From an optimization exercise on the open Yosys and OpenROAD flow, aimed at small area; shortcuts taken in it are not production practice. At most, simulation tests tie the RTL to the original design; equivalence was not proved. Power figures rest on the tool's default switching activity, not on a simulated workload.

## v6
==> flow/design.v (excerpt) <==
module pulse_train_peak_capture
#(
    parameter int SENSOR_BITS = ptpc_pkg::SENSOR_BITS_DEF,
    parameter int US_PER_MS   = ptpc_pkg::US_PER_MS_DEF
)
(
    input  logic                        clk,
    input  logic                        rst_n,
    input  logic                        in_valid,
    output logic                        in_stall,
    input  logic [1:0]                  cmd,
    input  logic [31:0]                 now_us,
    input  logic [SENSOR_BITS-1:0]      hall_low_mv,
    input  logic [SENSOR_BITS-1:0]      hall_high_mv,
    output logic                        out_valid,
    input  logic                        out_stall,
    output logic                        run_active,
    output logic                        run_finished,
    output logic [7:0]                  pwm_level,
    output logic [2:0]                  phase_code,
    output logic [7:0]                  pulse_number,
    output logic [SENSOR_BITS-1:0]      peak_low_mv,
    output logic [SENSOR_BITS-1:0]      peak_high_mv,
    output logic signed [SENSOR_BITS:0] peak_low_delta,
    output logic signed [SENSOR_BITS:0] peak_high_delta,
    input  logic                        cfg_valid,
    output logic                        cfg_ready,
    input  logic [2:0]                  cfg_index,
    input  logic [15:0]                 cfg_data
);
Settings: LEC_CHECK=0, ABC_AREA=1, CAP_MARGIN=0, CORE_MARGIN=2, CORE_UTILIZATION=40, SLEW_MARGIN=0; clock period 8.0 ns.
standard.sh (not shown) runs the stock make flow with config.mk's settings and CLKGATE_MAP_FILE= SYNTH_SCRIPT=/design/flow/synth_recipe.tcl, a recipe that flattens the netlist after the stock synthesis.
==> flow/flow/run.sh <==
#!/bin/bash
# Standard layout (bash standard.sh) with three changes passed to ORFS:
#  - synthesis maps with flow/abc_area.script in place of ORFS's ABC area
#    script (a copy of ORFS's scripts folder, scripts_abc/, differs from it
#    in that one file; the registers, and every other step, are unchanged);
#  - the port buffers are the smallest buffer, sky130_fd_sc_hd__buf_1;
#  - the clock tree uses clkbuf_4 buffers in clusters of at most 9 sinks,
#    without dummy loads.
# Each tool writes its full output to its own log under orfs/logs/; make's
# own output goes to flow_make.log in this folder.
set -euo pipefail
rm -rf scripts_abc
cp -r "$FLOW_HOME/scripts" scripts_abc
cp flow/abc_area.script scripts_abc/abc_area.script
export BUFFER_PORTS_ARGS="-buffer_cell sky130_fd_sc_hd__buf_1"
export CTS_ARGS="-sink_clustering_enable -repair_clock_nets -buf_list sky130_fd_sc_hd__clkbuf_4 -sink_clustering_size 9 -sink_clustering_max_diameter 50 -dont_use_dummy_load"
bash standard.sh SCRIPTS_DIR="$PWD/scripts_abc" finish > flow_make.log 2>&1
==> flow/flow/abc_area.script <==
strash
dc2
dch -f
map -a
topo
stime -c
Here is what was changed in the inputs of v7 compared with v6.
--- a/flow/design.v
+++ b/flow/design.v
@@ -89,17 +89,17 @@
     output logic signed [SENSOR_BITS:0] delta_out
 );
     localparam int N = SENSOR_BITS;
     logic [N-1:0] base_reg;
     logic [N-1:0] peak_reg;
     logic [N:0]   delta_reg;
     logic [N-1:0] dev;
     logic         dev_c;
-    ptpc_add #(.W(N), .B(16)) u_dev (.a(reading), .b(~base_reg), .ci(1'b1),
+    ptpc_add #(.W(N), .B(12)) u_dev (.a(reading), .b(~base_reg), .ci(1'b1),
                                     .s(dev), .co(dev_c));
     logic [N-1:0] dm1;
     logic         dm1_b;         
     logic [N-1:0] mag_m1;
     ptpc_add #(.W(N), .B(N)) u_dm1 (.a(delta_reg[N-1:0]), .b('1), .ci(1'b0),
                                     .s(dm1), .co(dm1_b));
     assign mag_m1 = delta_reg[N] ? ~delta_reg[N-1:0] : dm1;
     logic ge_pos, ge_neg, ge;
@@ -246,17 +246,17 @@
     logic [31:0] elapsed_us;
     logic        stamp_zero;
     logic        ge_lo;
     assign ms_sel = !phase_reg[1] ? pre_ms_reg :
                     (phase_reg[0] ? gap_ms_reg : pulse_ms_reg);
     logic        c26;
     logic [5:0]  hx, hy;
     logic        hi_zero;
-    ptpc_add #(.W(26), .B(9)) u_el (.a(s1_now_reg[25:0]), .b(~stamp_reg[25:0]), .ci(1'b1),
+    ptpc_add #(.W(26), .B(5)) u_el (.a(s1_now_reg[25:0]), .b(~stamp_reg[25:0]), .ci(1'b1),
                                     .s(elapsed_us[25:0]), .co(c26));
     assign elapsed_us[31:26] = '0;   
     assign hx      = s1_now_reg[31:26];
     assign hy      = ~stamp_reg[31:26];
     assign hi_zero = ((hx[0] ^ hy[0]) == c26) &&
                      ((hx[5:1] ^ hy[5:1]) == (hx[4:0] | hy[4:0]));
     logic [23:0] op_a, op_b, op_c, op_d;
     logic [23:0] cs1_s, cs1_c, cs2_s, cs2_c;
Results
- Per the final summary, v7 finished and its layout is clean on timing, DRC and antenna.
- v6: done, clean on timing, DRC and antenna
- Routed wire in v7 totals less than in v6.
- Diff v6 -> v7: final standard cell area without fillers held steady; leakage power went up about 1.2%; power density over cell area up about 0.6%; final cell count picked up an extra 36; total vias in the final route rose by 162.
- v6 has lower first-pass GRT wire length than v7.
- Adder-cell share of the synthesized area of v7 is on par with v6.
- Looking at design internal power, v7 sits above v6.
- The number of cell instances on the worst register-to-register path of v7 is higher than that of v6.
- met3 usage in global routing on v7 is down relative to v6.
Only the layout flow was run in v7; the RTL was not checked for function there.

== run 2 ==
pulse_train_peak_capture, a different RTL version from the one above (not shown whole).
Size in the first run: about 1500 cells after synthesis, ~280 flip-flops, roughly 0.015 mm² of cells after synthesis.
==> flow/design.v (excerpt) <==
module pulse_train_peak_capture
#(
    parameter int SENSOR_BITS = ptpc_pkg::SENSOR_BITS_DEF,
    parameter int US_PER_MS   = ptpc_pkg::US_PER_MS_DEF
)
(
    input  logic                        clk,
    input  logic                        rst_n,
    input  logic                        in_valid,
    output logic                        in_stall,
    input  logic [1:0]                  cmd,
    input  logic [31:0]                 now_us,
    input  logic [SENSOR_BITS-1:0]      hall_low_mv,
    input  logic [SENSOR_BITS-1:0]      hall_high_mv,
    output logic                        out_valid,
    input  logic                        out_stall,
    output logic                        run_active,
    output logic                        run_finished,
    output logic [7:0]                  pwm_level,
    output logic [2:0]                  phase_code,
    output logic [7:0]                  pulse_number,
    output logic [SENSOR_BITS-1:0]      peak_low_mv,
    output logic [SENSOR_BITS-1:0]      peak_high_mv,
    output logic signed [SENSOR_BITS:0] peak_low_delta,
    output logic signed [SENSOR_BITS:0] peak_high_delta,
    input  logic                        cfg_valid,
    output logic                        cfg_ready,
    input  logic [2:0]                  cfg_index,
    input  logic [15:0]                 cfg_data
);
clock: 8.0 ns
lec_check: 0
abc_area: 1
cap_margin: 20
core_margin: 2
core_utilization: 40
slew_margin: 20
==> flow/flow/run.sh <==
#!/bin/bash
# Standard layout (bash standard.sh), with two changes passed to ORFS:
#  - the port buffers are the smallest buffer, sky130_fd_sc_hd__buf_1;
#  - the clock tree uses clkbuf_4 buffers in clusters of at most 9 sinks,
#    without dummy loads.
# Each tool writes its full output to its own log under orfs/logs/; make's
# own output goes to flow_make.log in this folder.
set -euo pipefail
export BUFFER_PORTS_ARGS="-buffer_cell sky130_fd_sc_hd__buf_1"
export CTS_ARGS="-sink_clustering_enable -repair_clock_nets -buf_list sky130_fd_sc_hd__clkbuf_4 -sink_clustering_size 9 -sink_clustering_max_diameter 50 -dont_use_dummy_load"
bash standard.sh finish > flow_make.log 2>&1
Complete run, failing final checks: run 2, reason negative setup slack.
diff inputs: run 2 => run 5
--- a/flow/design.v
+++ b/flow/design.v
@@ -86,21 +86,21 @@
     input  logic [SENSOR_BITS-1:0]      reading,
     output logic [SENSOR_BITS-1:0]      peak_out,
     output logic signed [SENSOR_BITS:0] delta_out
 );
     localparam int N = SENSOR_BITS;
     logic [N-1:0] base_reg;
     logic [N-1:0] peak_reg;
     logic [N:0]   delta_reg;
     logic [N-1:0] dev;
     logic         dev_c;
-    ptpc_add #(.W(N), .B(16)) u_dev (.a(reading), .b(~base_reg), .ci(1'b1),
+    ptpc_add #(.W(N), .B(9)) u_dev (.a(reading), .b(~base_reg), .ci(1'b1),
                                     .s(dev), .co(dev_c));
     logic [N-1:0] dev_x;
     assign dev_x = dev ^ {N{!dev_c}};
     logic [N-1:0] dm1;
     logic         dm1_b;         
     logic [N-1:0] mag_m1;
     ptpc_add #(.W(N), .B(N)) u_dm1 (.a(delta_reg[N-1:0]), .b('1), .ci(1'b0),
                                     .s(dm1), .co(dm1_b));
     assign mag_m1 = delta_reg[N] ? ~delta_reg[N-1:0] : dm1;
     logic ge;
@@ -243,21 +243,21 @@
     assign pre_nz   = (pre_ms_reg != 16'd0);
     logic [15:0] ms_sel;
     logic [31:0] elapsed_us;
     logic        stamp_zero;
     logic        ge_lo;
     assign ms_sel = !phase_reg[1] ? pre_ms_reg :
                     (phase_reg[0] ? gap_ms_reg : pulse_ms_reg);
     logic        c26;
     logic [5:0]  hx, hy;
     logic        hi_zero;
-    ptpc_add #(.W(26), .B(13)) u_el (.a(s1_now_reg[25:0]), .b(~stamp_reg[25:0]), .ci(1'b1),
+    ptpc_add #(.W(26), .B(9)) u_el (.a(s1_now_reg[25:0]), .b(~stamp_reg[25:0]), .ci(1'b1),
                                     .s(elapsed_us[25:0]), .co(c26));
     assign elapsed_us[31:26] = '0;   
     assign hx      = s1_now_reg[31:26];
     assign hy      = ~stamp_reg[31:26];
     assign hi_zero = ((hx[0] ^ hy[0]) == c26) &&
                      ((hx[5:1] ^ hy[5:1]) == (hx[4:0] | hy[4:0]));
     logic [23:0] op_a, op_b, op_c, op_d;
     logic [23:0] cs1_s, cs1_c, cs2_s, cs2_c;
     assign op_a = {1'b0, elapsed_us[25:3]};
     assign op_b = {8'd0, ms_sel};
--- outcome ---
Run 5: flow completed, timing, DRC and antenna clean. In the tables for run 2 and run 5, setup slack reads higher with run 5. Proportion of cell area spent on the clock network: run 5 vs run 2 — no meaningful difference. Combinational group share of total power delta for run 5 relative to run 2: 2.1 points lower. Summary of run 5 over run 2: core box area has increased; required time reported for the critical path endpoint went down 0.06 ns; worst-skew pair later-pin latency held; post-detailed-route via-to-cell ratio shows a reduction of 1.2%; via count now sits higher. Lower worst hold slack after final layout was reported by run 5, not run 2. Lower fraction of layout instances using a drive strength above 1 was reported by run 5, not run 2. The total stage count of the critical path of run 5 falls short of that of run 2 by 6.7%. Looking at share of synthesized cell area in full adder, half adder and majority cells, run 5 sits below run 2. Against run 2, run 5 comes in 0.68 ns lower on final critical delay including setup and external delays. In run 5 relative to run 2, total wire length after detailed routing had gone down slightly.
Function not checked in run 2: the RTL went through the layout flow alone.

RTL: one of the versions met above, not the one the previous note started from.
Size in the first run: ~1300 cells after synthesis.
Settings: LEC_CHECK=0, ABC_AREA=1, CAP_MARGIN=0, CORE_MARGIN=2, CORE_UTILIZATION=40, SLEW_MARGIN=0; clock period 8.0 ns.
==> flow/flow/run.sh <==
#!/bin/bash
# Standard layout (bash standard.sh) with three changes passed to ORFS:
#  - synthesis maps with flow/abc_area.script in place of ORFS's ABC area
#    script (a copy of ORFS's scripts folder, scripts_abc/, differs from it
#    in that one file; the registers, and every other step, are unchanged);
#  - the port buffers are the smallest buffer, sky130_fd_sc_hd__buf_1;
#  - the clock tree uses clkbuf_4 buffers in clusters of at most 9 sinks,
#    without dummy loads.
# Each tool writes its full output to its own log under orfs/logs/; make's
# own output goes to flow_make.log in this folder.
set -euo pipefail
rm -rf scripts_abc
cp -r "$FLOW_HOME/scripts" scripts_abc
cp flow/abc_area.script scripts_abc/abc_area.script
export BUFFER_PORTS_ARGS="-buffer_cell sky130_fd_sc_hd__buf_1"
export CTS_ARGS="-sink_clustering_enable -repair_clock_nets -buf_list sky130_fd_sc_hd__clkbuf_4 -sink_clustering_size 9 -sink_clustering_max_diameter 50 -dont_use_dummy_load"
bash standard.sh SCRIPTS_DIR="$PWD/scripts_abc" finish > flow_make.log 2>&1
==> flow/flow/abc_area.script <==
strash
dc2
dch -f
amap
topo
stime -c
Then changed:
--- a/flow/design.v
+++ b/flow/design.v
@@ -88,19 +88,19 @@
     output logic [SENSOR_BITS-1:0]      peak_out,
     output logic signed [SENSOR_BITS:0] delta_out
 );
     localparam int N = SENSOR_BITS;
     logic [N-1:0] base_reg;
     logic [N-1:0] peak_reg;
     logic [N:0]   delta_reg;
     logic [N-1:0] dev;
     logic         dev_c;
-    ptpc_add #(.W(N), .B(12)) u_dev (.a(reading), .b(~base_reg), .ci(1'b1),
+    ptpc_add #(.W(N), .B(16)) u_dev (.a(reading), .b(~base_reg), .ci(1'b1),
                                     .s(dev), .co(dev_c));
     logic [N-1:0] dm1;
     logic         dm1_b;         
     logic [N-1:0] mag_m1;
     ptpc_add #(.W(N), .B(N)) u_dm1 (.a(delta_reg[N-1:0]), .b('1), .ci(1'b0),
                                     .s(dm1), .co(dm1_b));
     assign mag_m1 = delta_reg[N] ? ~delta_reg[N-1:0] : dm1;
     logic ge_pos, ge_neg, ge;
     ptpc_carry #(.W(N)) u_gep (.a(dev),  .b(~mag_m1), .ci(1'b0), .co(ge_pos));
@@ -245,19 +245,19 @@
     logic [15:0] ms_sel;
     logic [31:0] elapsed_us;
     logic        stamp_zero;
     logic        ge_lo;
     assign ms_sel = !phase_reg[1] ? pre_ms_reg :
                     (phase_reg[0] ? gap_ms_reg : pulse_ms_reg);
     logic        c26;
     logic [5:0]  hx, hy;
     logic        hi_zero;
-    ptpc_add #(.W(26), .B(5)) u_el (.a(s1_now_reg[25:0]), .b(~stamp_reg[25:0]), .ci(1'b1),
+    ptpc_add #(.W(26), .B(9)) u_el (.a(s1_now_reg[25:0]), .b(~stamp_reg[25:0]), .ci(1'b1),
                                     .s(elapsed_us[25:0]), .co(c26));
     assign elapsed_us[31:26] = '0;   
     assign hx      = s1_now_reg[31:26];
     assign hy      = ~stamp_reg[31:26];
     assign hi_zero = ((hx[0] ^ hy[0]) == c26) &&
                      ((hx[5:1] ^ hy[5:1]) == (hx[4:0] | hy[4:0]));
     logic [23:0] op_a, op_b, op_c, op_d;
     logic [23:0] cs1_s, cs1_c, cs2_s, cs2_c;
     assign op_a = {1'b0, elapsed_us[25:3]};
- This time the run finished with setup timing left
- fmax shrinks by 14%
- wire length shrinks by about 1%
- synthesized area shrinks by about 0.9%
- total power grows by 1.2%
- worst setup slack loses 1.3 ns
- combinational power grows by about 4%
- worst hold slack gains 0.0041 ns
- die area shrinks by 0.87%
- critical path depth shrinks by 2
- via count shrinks by about 0.47%
No functional check of the RTL was part of the first run of this note.

Setup of maple:
pulse_train_peak_capture, a different RTL version from the one above (not shown whole).
Size in the first run: about 1,500 cells after synthesis, ~280 flip-flops, ~180 I/O pins, roughly 16,000 um^2 of cells after synthesis.
==> module ptpc_peak, before the edit <==
module ptpc_peak
#(
    parameter int SENSOR_BITS = ptpc_pkg::SENSOR_BITS_DEF
)
(
    input  logic                        clk,
    input  logic                        load_base,   
    input  logic                        load_peak,   
    input  logic                        track,       
    input  logic                        held,        
    input  logic                        dvalid,      
    input  logic [SENSOR_BITS-1:0]      reading,
    output logic [SENSOR_BITS-1:0]      peak_out,
    output logic signed [SENSOR_BITS:0] delta_out
);
    localparam int N = SENSOR_BITS;
    logic [N-1:0] base_reg;
    logic [N-1:0] peak_reg;
    logic [N:0]   delta_reg;
    logic [N-1:0] dev;
    logic         dev_c;
    ptpc_add #(.W(N), .B(9)) u_dev (.a(reading), .b(~base_reg), .ci(1'b1),
                                    .s(dev), .co(dev_c));
    logic [N-1:0] dev_x;
    assign dev_x = dev ^ {N{!dev_c}};
    logic [N-1:0] dm1;
    logic         dm1_b;         
    logic [N-1:0] mag_m1;
    ptpc_add #(.W(N), .B(N)) u_dm1 (.a(delta_reg[N-1:0]), .b('1), .ci(1'b0),
                                    .s(dm1), .co(dm1_b));
    assign mag_m1 = delta_reg[N] ? ~delta_reg[N-1:0] : dm1;
    logic ge;
    ptpc_carry #(.W(N)) u_ge (.a(dev_x), .b(~mag_m1), .ci(!dev_c), .co(ge));
    logic take;
    assign take = load_peak || (track && (ge || !dvalid || (!delta_reg[N] && !dm1_b)));
    always_ff @(posedge clk)
    begin
        if (load_base)
            base_reg <= reading;
        if (take)
        begin
            peak_reg  <= reading;
            delta_reg <= {!dev_c, dev};
        end
    end
    assign peak_out  = held ? peak_reg : '0;
    assign delta_out = (held && dvalid) ? delta_reg : '0;
endmodule
==> flow/config.mk <==
export PLATFORM = sky130hd
export DESIGN_NAME = pulse_train_peak_capture
export DESIGN_NICKNAME = pulse_train_peak_capture
export VERILOG_FILES = /design/flow/design.v
export SDC_FILE = /design/flow/constraint.sdc
export NUM_CORES = 4
export LEC_CHECK = 0
export ABC_AREA = 1
export CAP_MARGIN = 20
export CORE_MARGIN = 2
export CORE_UTILIZATION = 40
export SLEW_MARGIN = 20
==> flow/constraint.sdc <==
create_clock -name core_clock -period 8.0 [get_ports {clk}]
set_input_delay 1.6000 -clock core_clock [delete_from_list [all_inputs] [get_ports {clk}]]
set_output_delay 1.6000 -clock core_clock [all_outputs]
set_load 0.01 [all_outputs]
==> flow/flow/run.sh <==
#!/bin/bash
# Standard layout (bash standard.sh), with two changes passed to ORFS:
#  - the port buffers are the smallest buffer, sky130_fd_sc_hd__buf_1;
#  - the clock tree uses clkbuf_4 buffers in clusters of at most 9 sinks,
#    without dummy loads.
# Each tool writes its full output to its own log under orfs/logs/; make's
# own output goes to flow_make.log in this folder.
set -euo pipefail
export BUFFER_PORTS_ARGS="-buffer_cell sky130_fd_sc_hd__buf_1"
export CTS_ARGS="-sink_clustering_enable -repair_clock_nets -buf_list sky130_fd_sc_hd__clkbuf_4 -sink_clustering_size 9 -sink_clustering_max_diameter 50 -dont_use_dummy_load"
bash standard.sh finish > flow_make.log 2>&1
diff inputs: maple => oak
--- a/flow/design.v
+++ b/flow/design.v
@@ -95,8 +95,6 @@
     logic [N-1:0] dev;
     logic         dev_c;
-    ptpc_add #(.W(N), .B(9)) u_dev (.a(reading), .b(~base_reg), .ci(1'b1),
+    ptpc_add #(.W(N), .B(16)) u_dev (.a(reading), .b(~base_reg), .ci(1'b1),
                                     .s(dev), .co(dev_c));
-    logic [N-1:0] dev_x;
-    assign dev_x = dev ^ {N{!dev_c}};
     logic [N-1:0] dm1;
     logic         dm1_b;         
@@ -105,6 +103,8 @@
                                     .s(dm1), .co(dm1_b));
     assign mag_m1 = delta_reg[N] ? ~delta_reg[N-1:0] : dm1;
-    logic ge;
-    ptpc_carry #(.W(N)) u_ge (.a(dev_x), .b(~mag_m1), .ci(!dev_c), .co(ge));
+    logic ge_pos, ge_neg, ge;
+    ptpc_carry #(.W(N)) u_gep (.a(dev),  .b(~mag_m1), .ci(1'b0), .co(ge_pos));
+    ptpc_carry #(.W(N)) u_gen (.a(~dev), .b(~mag_m1), .ci(1'b1), .co(ge_neg));
+    assign ge = dev_c ? ge_pos : ge_neg;
     logic take;
     assign take = load_peak || (track && (ge || !dvalid || (!delta_reg[N] && !dm1_b)));
==> comparison <==
oak vs maple, synthesized area divided by synthesized cell count went down by 0.16 um^2.
Comparing met2 capacity usage during global routing for oak and maple, the bigger number came from maple.
Post-synth design cell area went down slightly going from maple to oak.
Fraction of power consumed by the clock network: oak > maple
The die of oak is smaller than the one used in maple.
Proportion of layout cells with a drive suffix above 1 for oak: 4.3 points down relative to maple
On oak: part of the cycle the worst path needs is 2.0 points higher than what maple gave.
Comparing oak and maple, the higher routed length on met3 is on maple.
Compared to maple, oak has global-route usage over all layers 0.31 points lower.
oak vs maple — power consumption dropped 2.9%.
The fraction of standard cell area that is sequential of oak exceeds that of maple by 0.51 points.
Relative to maple, oak improves design area.
The RTL of maple was laid out without a check of its function.

[port drivers added, routing unchanged]
No port has a modelled driver above. Below, the same layouts with a new extraction and two added sets of constraints.
Step 1 assumes that a clkbuf_16 drives the clock port and a buf_2 every other input.
Step 2, shift: input delay + t, output delay - t, t = (earliest + latest rising clock arrival at the registers) / 2. This alone moves slack from input paths to output paths.
Slacks: ideal ports / drivers / drivers and shift; pairs: ideal ports / drivers.
run	shift t [ns]	setup WS [ns]	slew at the worst register clock pin (ns)	pins driven straight from the clock port
v6	0.745	0.363 / 0.363 / 0.363	0.10 / 0.10	1
v7	0.730	0.455 / 0.455 / 0.455	0.11 / 0.11	1
run 2	0.739	-0.127 / -0.127 / -0.127	0.11 / 0.11	1
run 5	0.744	0.554 / 0.554 / 0.554	0.10 / 0.10	1
the first run of note 3	0.764	0.303 / 0.303 / 0.303	0.11 / 0.11	1
the second run of note 3	0.703	-0.981 / -0.981 / -0.981	0.10 / 0.10	1
maple	0.756	0.593 / 0.593 / 0.593	0.11 / 0.11	1
oak	0.750	0.432 / 0.432 / 0.432	0.11 / 0.11	1
